What follows belongs to an exercise in optimizing a design on an open flow for small area and a short achievable clock period; a production flow would make more cautious choices.
At most, simulation tests tie the RTL to the original design; equivalence was not proved.
Power figures rest on the tool's default switching activity, not on a simulated workload.

run A:
## neoPixelTop
module neoPixelTop (
  input  wire                             busClk,
  input  wire                             arstN,
  input  wire [neoBusPkg::addrWidth-1:0]  busAddr,
  input  wire [neoBusPkg::dataWidth-1:0]  busDataIn,
  input  wire                             busWrite,
  input  wire                             busRead,
  output logic [neoBusPkg::dataWidth-1:0] busDataOut,
  output wire                             busReady,
  output logic                            neoData
);
For scale: roughly 40 I/O pins, about 100,000 um2 of cells after synthesis.
Settings: LEC_CHECK=0, CAP_MARGIN=20, CORE_MARGIN=2, CORE_UTILIZATION=60, PLACE_DENSITY=0.7, SETUP_SLACK_MARGIN=3.5, SLEW_MARGIN=20, TNS_END_PERCENT=100; clock period 6.0 ns.
run.sh (not shown) runs the stock make flow with config.mk's settings and CLKGATE_MAP_FILE= SYNTH_SCRIPT=/design/flow/synth_recipe.tcl, a recipe that flattens the netlist after the stock synthesis.
Run A did not finish; the tool stopped in 5_1_grt with error GRT-0229.
--- input diff run A..run E ---
diff --git a/flow/design.v b/flow/design.v
--- a/flow/design.v
+++ b/flow/design.v
@@ -133,32 +133,25 @@
   logic [1:0]       deltaSel;
   logic [7:0]       deltaWord;
   logic [1:0]       virtualChan;
   logic [7:0]       mappedIx;
   assign deltaRdAddr = ctrl32 ? busAddr[7:2] : busAddr[5:0];
   always_ff @(posedge busClk) begin
     if (wrDelta && !busAddr[0]) deltaLow <= busDataIn;  
     for (int i = 0; i < 64; i++) begin
       if (wrDelta && busAddr[0] && busAddr[6:1] == 6'(i)) deltaMem[i] <= deltaLow;
     end
-    for (int k = 0; k < 4; k++) deltaCand[k] <= deltaRd[k];
+    for (int k = 0; k < 4; k++) deltaCand[k] <= deltaMem[{2'(k), deltaRdAddr[3:0]}];
     deltaSel    <= deltaRdAddr[5:4];
     virtualChan <= busAddr[1:0];
   end
   assign deltaWord = deltaCand[deltaSel];
-  logic [3:0][7:0] deltaRd;
-  always_comb begin
-    deltaRd = '0;
-    for (int k = 0; k < 4; k++)
-      for (int i = 0; i < 16; i++)
-        deltaRd[k] = deltaRd[k] | ({8{deltaRdAddr[3:0] == 4'(i)}} & deltaMem[16*k + i]);
-  end
   assign mappedIx  = ctrl32 ? {deltaWord[7:2], virtualChan} : deltaWord;
   logic        pixWrEn;
   logic [7:0]  pixWrAddr;
   logic [7:0]  pixWrData;
   logic [255:0][7:0] pixMem;
   logic [7:0]  ix;
   logic [3:0][7:0] cand;    
   logic [1:0]  candSel;
   logic [7:0]  pixelByte;
   always_ff @(posedge busClk or negedge arstN) begin
@@ -166,32 +159,25 @@
     else        pixWrEn <= virtualPending || wrRaw;
   end
   always_ff @(posedge busClk) begin
     pixWrAddr <= virtualPending ? mappedIx : busAddr[7:0];
     pixWrData <= busDataIn;
     for (int i = 0; i < 256; i++) begin
       if (pixWrEn && pixWrAddr == 8'(i)) pixMem[i] <= pixWrData;
     end
     for (int k = 0; k < 4; k++) begin
       if (pixWrEn && pixWrAddr == {2'(k), ix[5:0]}) cand[k] <= pixWrData;
-      else cand[k] <= pixRd[k];
+      else cand[k] <= pixMem[{2'(k), ix[5:0]}];
     end
     candSel <= ix[7:6];
   end
   assign pixelByte = cand[candSel];
-  logic [3:0][7:0] pixRd;
-  always_comb begin
-    pixRd = '0;
-    for (int k = 0; k < 4; k++)
-      for (int i = 0; i < 64; i++)
-        pixRd[k] = pixRd[k] | ({8{ix[5:0] == 6'(i)}} & pixMem[64*k + i]);
-  end
   typedef enum logic [1:0] {fIdle, fFetch, fWait} fetchState;
   fetchState fState;
   logic [2:0] credits;    
   logic readPending;      
   logic lastPending;
   logic atLast;
   logic issue;
   logic fifoCredit;
   assign atLast = ix == 8'd255 || (ctrlLimit && {5'd0, ix} == regMax);
   assign issue  = fState == fFetch && regRun && credits != 3'd0 && !readPending;
==> comparison <==
- Run E ran to completion and came out clean on the timing, DRC and antenna checks.
- Adder-cell share of the synthesized area essentially unchanged between run A and run E.
- Between run A and run E, the flow reports HPWL after detailed placement decreasing by more than a quarter.
- Relative to run A, the height of the die measured on run E has increased slightly.
- Run E ended up with a higher multiplexer share of the synthesized area than run A did.
- Post-placement setup slack in run E is 0.30 ns higher than in run A
- Of run A and run E, run E shows the lower cell count after synthesis, with run A above it.
- In run E, post-synth net total is lower than in run A.
- [compare] base=run A new=run E: share of flip-flops with an asynchronous set or reset after synthesis has remained practically unchanged, count of placed standard cells including taps has decreased, count of hold buffers inserted by post-cts repair has remained practically unchanged.
- Synthesized area: run E higher than run A
Only the layout flow was run in run A; the RTL was not checked for function there.

---

neoPixelTop, a different RTL version from the one above (not shown whole).
For scale: about 5900 cells after synthesis, about 2800 flip-flops, about 40 I/O pins, roughly 110000 um^2 of cells after synthesis.
export LEC_CHECK = 0
export CAP_MARGIN = 20
export CORE_MARGIN = 2
export CORE_UTILIZATION = 60
export CTS_CLUSTER_DIAMETER = 80
export CTS_CLUSTER_SIZE = 22
export PLACE_DENSITY = 0.7
export SETUP_SLACK_MARGIN = 3.4
export SLEW_MARGIN = 20
export TNS_END_PERCENT = 100
create_clock -name core_clock -period 6.0 [get_ports {busClk}]
Change:
--- a/flow/design.v
+++ b/flow/design.v
@@ -139,68 +139,69 @@
     if (wrDelta && !busAddr[0]) deltaLow <= busDataIn;  
     for (int i = 0; i < 64; i++) begin
       if (wrDelta && busAddr[0] && busAddr[6:1] == 6'(i)) deltaMem[i] <= deltaLow;
     end
     for (int k = 0; k < 4; k++) deltaCand[k] <= deltaMem[{2'(k), deltaRdAddr[3:0]}];
     deltaSel    <= deltaRdAddr[5:4];
     virtualChan <= busAddr[1:0];
   end
   assign deltaWord = deltaCand[deltaSel];
   assign mappedIx  = ctrl32 ? {deltaWord[7:2], virtualChan} : deltaWord;
   logic [7:0]  pixWrAddrN;
   logic        pixWrEnN;
-  logic [15:0] pixWrHiN;    
-  logic [15:0] pixWrLoN;    
-  logic        fwdHit;      
-  logic [7:0]  fwdData;
+  logic [15:0] pixWrHi;     
+  logic [15:0] pixWrLo;     
   logic [7:0]  pixWrData;
   logic [255:0][7:0] pixMem;
   logic [7:0]  ix;
   logic [7:0]  ixLo;        
   logic [7:0]  ixMid;       
   logic [3:0][7:0] cand;    
   logic [3:0][7:0] pixRd;
+  logic [3:0]  candHit;
   logic [1:0]  candSel;
   logic [7:0]  pixelByte;
   assign pixWrEnN   = virtualPending || wrRaw;
   assign pixWrAddrN = virtualPending ? mappedIx : busAddr[7:0];
   always_ff @(posedge busClk or negedge arstN) begin
     if (!arstN) begin
-      pixWrHiN <= '1;
+      pixWrHi <= '0;
+      pixWrLo <= '0;
     end else begin
-      for (int i = 0; i < 16; i++) pixWrHiN[i] <= !(pixWrEnN && pixWrAddrN[7:4] == 4'(i));
+      for (int i = 0; i < 16; i++) begin
+        pixWrHi[i] <= pixWrEnN && pixWrAddrN[7:4] == 4'(i);
+        pixWrLo[i] <= pixWrAddrN[3:0] == 4'(i);
+      end
     end
   end
   always_ff @(posedge busClk) begin
     pixWrData <= busDataIn;
-    for (int i = 0; i < 16; i++) pixWrLoN[i] <= pixWrAddrN[3:0] != 4'(i);
     for (int i = 0; i < 256; i++) begin
-      if (!(pixWrHiN[i / 16] || pixWrLoN[i % 16])) pixMem[i] <= pixWrData;
+      if (pixWrHi[i / 16] && pixWrLo[i % 16]) pixMem[i] <= pixWrData;
     end
   end
   always_comb begin
     for (int k = 0; k < 4; k++) begin
       pixRd[k] = '0;
       for (int m = 0; m < 8; m++)
         for (int l = 0; l < 8; l++)
           pixRd[k] = pixRd[k] | ({8{ixMid[m] && ixLo[l]}} & pixMem[64*k + 8*m + l]);
+      candHit[k] = pixWrHi[{2'(k), ix[5:4]}] && pixWrLo[ix[3:0]];
     end
   end
   always_ff @(posedge busClk) begin
-    cand    <= pixRd;
+    for (int k = 0; k < 4; k++) cand[k] <= candHit[k] ? pixWrData : pixRd[k];
     candSel <= ix[7:6];
-    fwdHit  <= !(pixWrHiN[ix[7:4]] || pixWrLoN[ix[3:0]]);
-    fwdData <= pixWrData;
   end
-  assign pixelByte = fwdHit ? fwdData : cand[candSel];
+  assign pixelByte = cand[candSel];
   typedef enum logic [1:0] {fIdle, fFetch, fWait} fetchState;
   fetchState fState;
   logic [2:0] credits;    
   logic readPending;      
   logic lastPending;
   logic atLast;
   logic issue;
   logic fifoCredit;
   assign atLast = ix == 8'd255 || (ctrlLimit && {5'd0, ix} == regMax);
   assign issue  = fState == fFetch && regRun && credits != 3'd0 && !readPending;
   assign busy   = fState != fIdle;
   always_ff @(posedge busClk or negedge arstN) begin
Design area is lower by 2.0%.
Maximum frequency went up by 13%.
Clock power is about the same.
Worst hold slack got worse by 0.064 ns.
Via count shrinks by 2.2%.
Total power grows by about 1.1%.
Non-clock buffer count decreases by 283.
Die area went up by about 1.7%.
Final cell count shrinks by 0.38%.
Function was not checked in any run of this note: the RTL went through the layout flow alone.

---

## v6
The RTL this note starts from:
==> flow/design.v <==
`default_nettype none
package neoBusPkg;
  localparam int addrWidth = 18;
  localparam int dataWidth = 8;
  localparam logic [1:0] regionVirtual = 2'd0;
  localparam logic [1:0] regionDelta   = 2'd1;
  localparam logic [1:0] regionRaw     = 2'd2;
  localparam logic [1:0] regionReg     = 2'd3;
  localparam logic [3:0] regMaxLo  = 4'd0;
  localparam logic [3:0] regMaxHi  = 4'd1;
  localparam logic [3:0] regCtrl   = 4'd2;
  localparam logic [3:0] regStatus = 4'd3;
  localparam int ctrlInitBit  = 0;
  localparam int ctrlLimitBit = 1;
  localparam int ctrlRunBit   = 2;
  localparam int ctrlLoopBit  = 3;
  localparam int ctrl32Bit    = 4;
endpackage
`default_nettype wire
`default_nettype none
package neoPixelPkg;
  localparam int bufferEnd  = 255;
  localparam int bufferBits = 8;
  localparam int virtualEnd  = 63;
  localparam int virtualBits = 6;
  localparam int maxBits = 13;  
  typedef union packed {
    logic [15:0] raw;
    struct packed {
      logic [13:0] slot;
      logic [1:0]  lowBits;
    } pixel;
  } deltaEntry;
  localparam int bitPeriod = 8;
  localparam int highZero  = 2;
  localparam int highOne   = 5;
  localparam int resetGap  = 40;
  localparam int fifoDepth    = 4;
  localparam int encoderSlots = 1;
endpackage
`default_nettype wire
`timescale 1ns/1ps
`default_nettype none
module neoPixelTop (
  input  wire                             busClk,
  input  wire                             arstN,
  input  wire [neoBusPkg::addrWidth-1:0]  busAddr,
  input  wire [neoBusPkg::dataWidth-1:0]  busDataIn,
  input  wire                             busWrite,
  input  wire                             busRead,
  output logic [neoBusPkg::dataWidth-1:0] busDataOut,
  output logic                            busReady,
  output logic                            neoData
);
  logic [1:0] region;
  logic [3:0] regIx;
  logic       wrVirtual;
  logic       wrDelta;
  logic       wrRaw;
  logic       wrReg;
  assign region    = busAddr[neoBusPkg::addrWidth-1 -: 2];
  assign regIx     = busAddr[3:0];
  assign wrVirtual = busWrite && region == neoBusPkg::regionVirtual;
  assign wrDelta   = busWrite && region == neoBusPkg::regionDelta;
  assign wrRaw     = busWrite && region == neoBusPkg::regionRaw;
  assign wrReg     = busWrite && region == neoBusPkg::regionReg;
  logic        virtualPending;
  logic [12:0] regMax;
  logic        ctrlInit;
  logic        ctrlLimit;
  logic        ctrlRun;
  logic        ctrlLoop;
  logic        ctrl32;
  logic        frameDone;
  logic        regRun;
  logic        busy;
  always_ff @(posedge busClk) busReady <= ~wrVirtual;  
  assign regRun = ctrlRun & ~frameDone;  
  always_ff @(posedge busClk or negedge arstN) begin
    if (!arstN) begin
      virtualPending <= 1'b0;
      regMax    <= '0;
      ctrlInit  <= 1'b0;
      ctrlLimit <= 1'b0;
      ctrlRun   <= 1'b0;
      ctrlLoop  <= 1'b0;
      ctrl32    <= 1'b0;
    end else begin
      virtualPending <= wrVirtual;
      if (frameDone) ctrlRun <= ctrlLoop;  
      if (ctrlInit) begin
        ctrlInit  <= 1'b0;
        ctrlLimit <= 1'b0;
        ctrlRun   <= 1'b0;
        ctrlLoop  <= 1'b0;
        ctrl32    <= 1'b0;
      end
      if (wrReg) begin
        case (regIx)
          neoBusPkg::regMaxLo: regMax[7:0]  <= busDataIn;
          neoBusPkg::regMaxHi: regMax[12:8] <= busDataIn[4:0];
          neoBusPkg::regCtrl: begin
            ctrlInit  <= busDataIn[neoBusPkg::ctrlInitBit];
            ctrlLimit <= busDataIn[neoBusPkg::ctrlLimitBit];
            ctrlRun   <= busDataIn[neoBusPkg::ctrlRunBit];
            ctrlLoop  <= busDataIn[neoBusPkg::ctrlLoopBit];
            ctrl32    <= busDataIn[neoBusPkg::ctrl32Bit];
          end
          default: ;  
        endcase
      end
    end
  end
  always_ff @(posedge busClk) begin
    if (busRead) begin
      if (region == neoBusPkg::regionReg) begin
        case (regIx)
          neoBusPkg::regMaxLo:  busDataOut <= regMax[7:0];
          neoBusPkg::regMaxHi:  busDataOut <= {3'b000, regMax[12:8]};
          neoBusPkg::regCtrl:   busDataOut <= {3'b000, ctrl32, ctrlLoop, ctrlRun, ctrlLimit, ctrlInit};
          neoBusPkg::regStatus: busDataOut <= {7'd0, busy};
          default:              busDataOut <= '0;
        endcase
      end else begin
        busDataOut <= '1;  
      end
    end
  end
  logic [7:0]       deltaLow;
  logic [63:0][7:0] deltaMem;
  logic [5:0]       deltaRdAddr;
  logic [3:0][7:0]  deltaCand;    
  logic [1:0]       deltaSel;
  logic [7:0]       deltaWord;
  logic [1:0]       virtualChan;
  logic [7:0]       mappedIx;
  assign deltaRdAddr = ctrl32 ? busAddr[7:2] : busAddr[5:0];
  always_ff @(posedge busClk) begin
    if (wrDelta && !busAddr[0]) deltaLow <= busDataIn;  
    for (int i = 0; i < 64; i++) begin
      if (wrDelta && busAddr[0] && busAddr[6:1] == 6'(i)) deltaMem[i] <= deltaLow;
    end
    for (int k = 0; k < 4; k++) deltaCand[k] <= deltaMem[{2'(k), deltaRdAddr[3:0]}];
    deltaSel    <= deltaRdAddr[5:4];
    virtualChan <= busAddr[1:0];
  end
  assign deltaWord = deltaCand[deltaSel];
  assign mappedIx  = ctrl32 ? {deltaWord[7:2], virtualChan} : deltaWord;
  logic [7:0]  pixWrAddrN;
  logic        pixWrEnN;
  logic [15:0] pixWrHi;     
  logic [15:0] pixWrLo;     
  logic [7:0]  pixWrData;
  logic [255:0][7:0] pixMem;
  logic [7:0]  ix;
  logic [3:0][7:0] cand;    
  logic [3:0][7:0] pixRd;
  logic [3:0]  candHit;
  logic [1:0]  candSel;
  logic [7:0]  pixelByte;
  assign pixWrEnN   = virtualPending || wrRaw;
  assign pixWrAddrN = virtualPending ? mappedIx : busAddr[7:0];
  always_ff @(posedge busClk or negedge arstN) begin
    if (!arstN) begin
      pixWrHi <= '0;
      pixWrLo <= '0;
    end else begin
      for (int i = 0; i < 16; i++) begin
        pixWrHi[i] <= pixWrEnN && pixWrAddrN[7:4] == 4'(i);
        pixWrLo[i] <= pixWrAddrN[3:0] == 4'(i);
      end
    end
  end
  always_ff @(posedge busClk) begin
    pixWrData <= busDataIn;
    for (int i = 0; i < 256; i++) begin
      if (pixWrHi[i / 16] && pixWrLo[i % 16]) pixMem[i] <= pixWrData;
    end
  end
  always_comb begin
    for (int k = 0; k < 4; k++) begin
      pixRd[k] = pixMem[{2'(k), ix[5:0]}];
      candHit[k] = pixWrHi[{2'(k), ix[5:4]}] && pixWrLo[ix[3:0]];
    end
  end
  always_ff @(posedge busClk) begin
    for (int k = 0; k < 4; k++) cand[k] <= candHit[k] ? pixWrData : pixRd[k];
    candSel <= ix[7:6];
  end
  assign pixelByte = cand[candSel];
  typedef enum logic [1:0] {fIdle, fFetch, fWait} fetchState;
  fetchState fState;
  logic [2:0] credits;    
  logic readPending;      
  logic lastPending;
  logic atLast;
  logic issue;
  logic fifoCredit;
  assign atLast = ix == 8'd255 || (ctrlLimit && {5'd0, ix} == regMax);
  assign issue  = fState == fFetch && regRun && credits != 3'd0 && !readPending;
  assign busy   = fState != fIdle;
  always_ff @(posedge busClk or negedge arstN) begin
    if (!arstN) begin
      fState      <= fIdle;
      ix          <= '0;
      credits     <= 3'd4;
      readPending <= 1'b0;
      lastPending <= 1'b0;
    end else begin
      readPending <= issue;
      if (issue) lastPending <= atLast;
      credits <= credits - {2'b00, issue} + {2'b00, fifoCredit};
      case (fState)
        fIdle: begin
          if (regRun) begin
            fState <= fFetch;
            ix     <= '0;
          end
        end
        fFetch: begin
          if (!regRun) begin
            fState <= fIdle;  
          end else if (issue) begin
            if (atLast) fState <= fWait;
            else ix <= ix + 1'b1;
          end
        end
        default: begin
          if (!regRun) fState <= fIdle;  
        end
      endcase
    end
  end
  logic [8:0] queue [4];  
  logic [1:0] wrPtr;
  logic [1:0] rdPtr;
  logic [2:0] count;
  logic [1:0] downCredits;
  logic       deq;
  logic       encValid;
  logic [7:0] encData;
  logic       encLast;
  logic       encCredit;
  assign deq = count != 3'd0 && downCredits != 2'd0;
  always_ff @(posedge busClk) begin
    if (readPending) queue[wrPtr] <= {lastPending, pixelByte};
    if (deq) {encLast, encData} <= queue[rdPtr];
  end
  always_ff @(posedge busClk or negedge arstN) begin
    if (!arstN) begin
      wrPtr       <= '0;
      rdPtr       <= '0;
      count       <= '0;
      downCredits <= 2'd1;
      encValid    <= 1'b0;
      fifoCredit  <= 1'b0;
    end else begin
      if (readPending) wrPtr <= wrPtr + 1'b1;
      if (deq) rdPtr <= rdPtr + 1'b1;
      count       <= count + {2'b00, readPending} - {2'b00, deq};
      downCredits <= downCredits - {1'b0, deq} + {1'b0, encCredit};
      encValid    <= deq;
      fifoCredit  <= deq;
    end
  end
  typedef enum logic [1:0] {eIdle, eBits, eGap} encState;
  encState    eState, eStateN;
  logic       slotFull;
  logic [7:0] slotData;
  logic       slotLast;
  logic [7:0] shifter, shifterN;
  logic       curLast;
  logic [2:0] phase, phaseN;
  logic [2:0] bitIx, bitIxN;
  logic [5:0] gapCnt, gapCntN;
  logic       frameDoneN;
  logic       periodEnd;
  logic       byteEnd;
  logic       load;
  assign periodEnd = eState == eBits && phase == 3'd7;
  assign byteEnd   = periodEnd && bitIx == 3'd7;
  assign load      = slotFull && (eState == eIdle || (byteEnd && !curLast));
  always_comb begin
    eStateN    = eState;
    phaseN     = phase;
    bitIxN     = bitIx;
    gapCntN    = gapCnt;
    frameDoneN = 1'b0;
    if (load) begin
      eStateN = eBits;
      phaseN  = '0;
      bitIxN  = '0;
    end else begin
      case (eState)
        eBits: begin
          if (periodEnd) begin
            phaseN = '0;
            bitIxN = bitIx + 1'b1;
            if (bitIx == 3'd7) begin
              eStateN = curLast ? eGap : eIdle;
              gapCntN = '0;
            end
          end else begin
            phaseN = phase + 1'b1;
          end
        end
        eGap: begin
          if (gapCnt == 6'd39) begin
            eStateN    = eIdle;
            frameDoneN = 1'b1;
          end else begin
            gapCntN = gapCnt + 1'b1;
          end
        end
        default: ;
      endcase
    end
    if (load) shifterN = slotData;
    else if (periodEnd) shifterN = {shifter[6:0], 1'b0};  
    else shifterN = shifter;
  end
  always_ff @(posedge busClk) begin
    if (encValid) begin
      slotData <= encData;
      slotLast <= encLast;
    end
    shifter <= shifterN;
    if (load) curLast <= slotLast;
  end
  always_ff @(posedge busClk or negedge arstN) begin
    if (!arstN) begin
      eState    <= eIdle;
      slotFull  <= 1'b0;
      phase     <= '0;
      bitIx     <= '0;
      gapCnt    <= '0;
      encCredit <= 1'b0;
      frameDone <= 1'b0;
      neoData   <= 1'b0;
    end else begin
      eState    <= eStateN;
      phase     <= phaseN;
      bitIx     <= bitIxN;
      gapCnt    <= gapCntN;
      frameDone <= frameDoneN;
      encCredit <= load;  
      if (load) slotFull <= 1'b0;
      else if (encValid) slotFull <= 1'b1;
      neoData <= eStateN == eBits && phaseN < (shifterN[7] ? 3'd5 : 3'd2);
    end
  end
endmodule
`default_nettype wire
Settings: LEC_CHECK=0, CAP_MARGIN=20, CORE_MARGIN=2, CORE_UTILIZATION=60, CTS_CLUSTER_DIAMETER=90, CTS_CLUSTER_SIZE=26, PLACE_DENSITY=0.7, SETUP_SLACK_MARGIN=3.4, SLEW_MARGIN=20, TNS_END_PERCENT=100; clock period 6.0 ns.
## Diff of input files: v7 against v6
--- a/flow/design.v
+++ b/flow/design.v
@@ -149,13 +149,16 @@
   logic [7:0]  pixWrAddrN;
   logic        pixWrEnN;
-  logic [15:0] pixWrHi;     
-  logic [15:0] pixWrLo;     
+  logic [15:0] pixWrHiN;    
+  logic [15:0] pixWrLoN;    
+  logic        fwdHit;      
+  logic [7:0]  fwdData;
   logic [7:0]  pixWrData;
   logic [255:0][7:0] pixMem;
   logic [7:0]  ix;
-  logic [3:0][7:0] cand;    
-  logic [3:0][7:0] pixRd;
-  logic [3:0]  candHit;
-  logic [1:0]  candSel;
+  logic [7:0]  ixLo;        
+  logic [3:0]  ixMid;       
+  logic [7:0][7:0] cand;    
+  logic [7:0][7:0] pixRd;
+  logic [2:0]  candSel;
   logic [7:0]  pixelByte;
   assign pixWrEnN   = virtualPending || wrRaw;
@@ -163,30 +166,31 @@
   always_ff @(posedge busClk or negedge arstN) begin
     if (!arstN) begin
-      pixWrHi <= '0;
-      pixWrLo <= '0;
+      pixWrHiN <= '1;
     end else begin
-      for (int i = 0; i < 16; i++) begin
-        pixWrHi[i] <= pixWrEnN && pixWrAddrN[7:4] == 4'(i);
-        pixWrLo[i] <= pixWrAddrN[3:0] == 4'(i);
-      end
+      for (int i = 0; i < 16; i++) pixWrHiN[i] <= !(pixWrEnN && pixWrAddrN[7:4] == 4'(i));
     end
   end
   always_ff @(posedge busClk) begin
     pixWrData <= busDataIn;
+    for (int i = 0; i < 16; i++) pixWrLoN[i] <= pixWrAddrN[3:0] != 4'(i);
     for (int i = 0; i < 256; i++) begin
-      if (pixWrHi[i / 16] && pixWrLo[i % 16]) pixMem[i] <= pixWrData;
+      if (!(pixWrHiN[i / 16] || pixWrLoN[i % 16])) pixMem[i] <= pixWrData;
     end
   end
   always_comb begin
-    for (int k = 0; k < 4; k++) begin
-      pixRd[k] = pixMem[{2'(k), ix[5:0]}];
-      candHit[k] = pixWrHi[{2'(k), ix[5:4]}] && pixWrLo[ix[3:0]];
+    for (int k = 0; k < 8; k++) begin
+      pixRd[k] = '0;
+      for (int m = 0; m < 4; m++)
+        for (int l = 0; l < 8; l++)
+          pixRd[k] = pixRd[k] | ({8{ixMid[m] && ixLo[l]}} & pixMem[32*k + 8*m + l]);
     end
   end
   always_ff @(posedge busClk) begin
-    for (int k = 0; k < 4; k++) cand[k] <= candHit[k] ? pixWrData : pixRd[k];
-    candSel <= ix[7:6];
+    cand    <= pixRd;
+    candSel <= ix[7:5];
+    fwdHit  <= !(pixWrHiN[ix[7:4]] || pixWrLoN[ix[3:0]]);
+    fwdData <= pixWrData;
   end
-  assign pixelByte = cand[candSel];
+  assign pixelByte = fwdHit ? fwdData : cand[candSel];
   typedef enum logic [1:0] {fIdle, fFetch, fWait} fetchState;
   fetchState fState;
@@ -204,4 +208,6 @@
       fState      <= fIdle;
       ix          <= '0;
+      ixLo        <= 8'd1;
+      ixMid       <= 4'd1;
       credits     <= 3'd4;
       readPending <= 1'b0;
@@ -216,4 +222,6 @@
             fState <= fFetch;
             ix     <= '0;
+            ixLo   <= 8'd1;
+            ixMid  <= 4'd1;
           end
         end
@@ -223,5 +231,9 @@
           end else if (issue) begin
             if (atLast) fState <= fWait;
-            else ix <= ix + 1'b1;
+            else begin
+              ix    <= ix + 1'b1;
+              ixLo  <= {ixLo[6:0], ixLo[7]};
+              if (ixLo[7]) ixMid <= {ixMid[2:0], ixMid[3]};
+            end
           end
         end
==> comparison <==
Going from v6 to v7, post-route cell area shrank by a few percent.
v7 vs. v6: setup fix buffers added after clock tree synthesis climbed 23; area after synthesis decreased by 4100 sq um relative to the old numbers; tap cell count moved down.
As far as post-CTS clock slew at the launch and capture registers of the worst setup and hold paths is concerned, v6 and v7 perform about the same.
No functional check of the RTL was part of any run of this note.

-- static timing again, ports no longer ideal --
The flow's constraints put no driver on any port. The routed layouts listed below were extracted and timed again, unchanged, in two steps. Step 1 sets driving cells, clkbuf_16 on the clock port and buf_2 on the other inputs (assumed; they add their load-dependent delay and slew). Step 2 moves the port delays by t, midway between the first and last clock arrival at a register: inputs arrive t later, outputs are due t later. That takes back most of the time a late clock gives input paths. Three values: no drivers, after step 1, after step 2; two values: the first two.
run	shift t [ns]	setup WS [ns]	slew at the worst register clock pin (ns)
run E	0.995	3.196 / 3.196 / 2.503	0.07 / 0.07
the first run of note 2	0.957	2.849 / 2.849 / 2.544	0.10 / 0.10
the second run of note 2	0.921	3.209 / 3.209 / 2.496	0.10 / 0.10
v6	0.885	3.138 / 3.138 / 2.547	0.11 / 0.11
v7	0.905	3.213 / 3.213 / 2.502	0.11 / 0.11
After both steps every run listed still meets setup and hold. The setup slack of the second run of note 2, which loses most, moves by 0.000 ns with the drivers and by -0.713 ns with both steps.
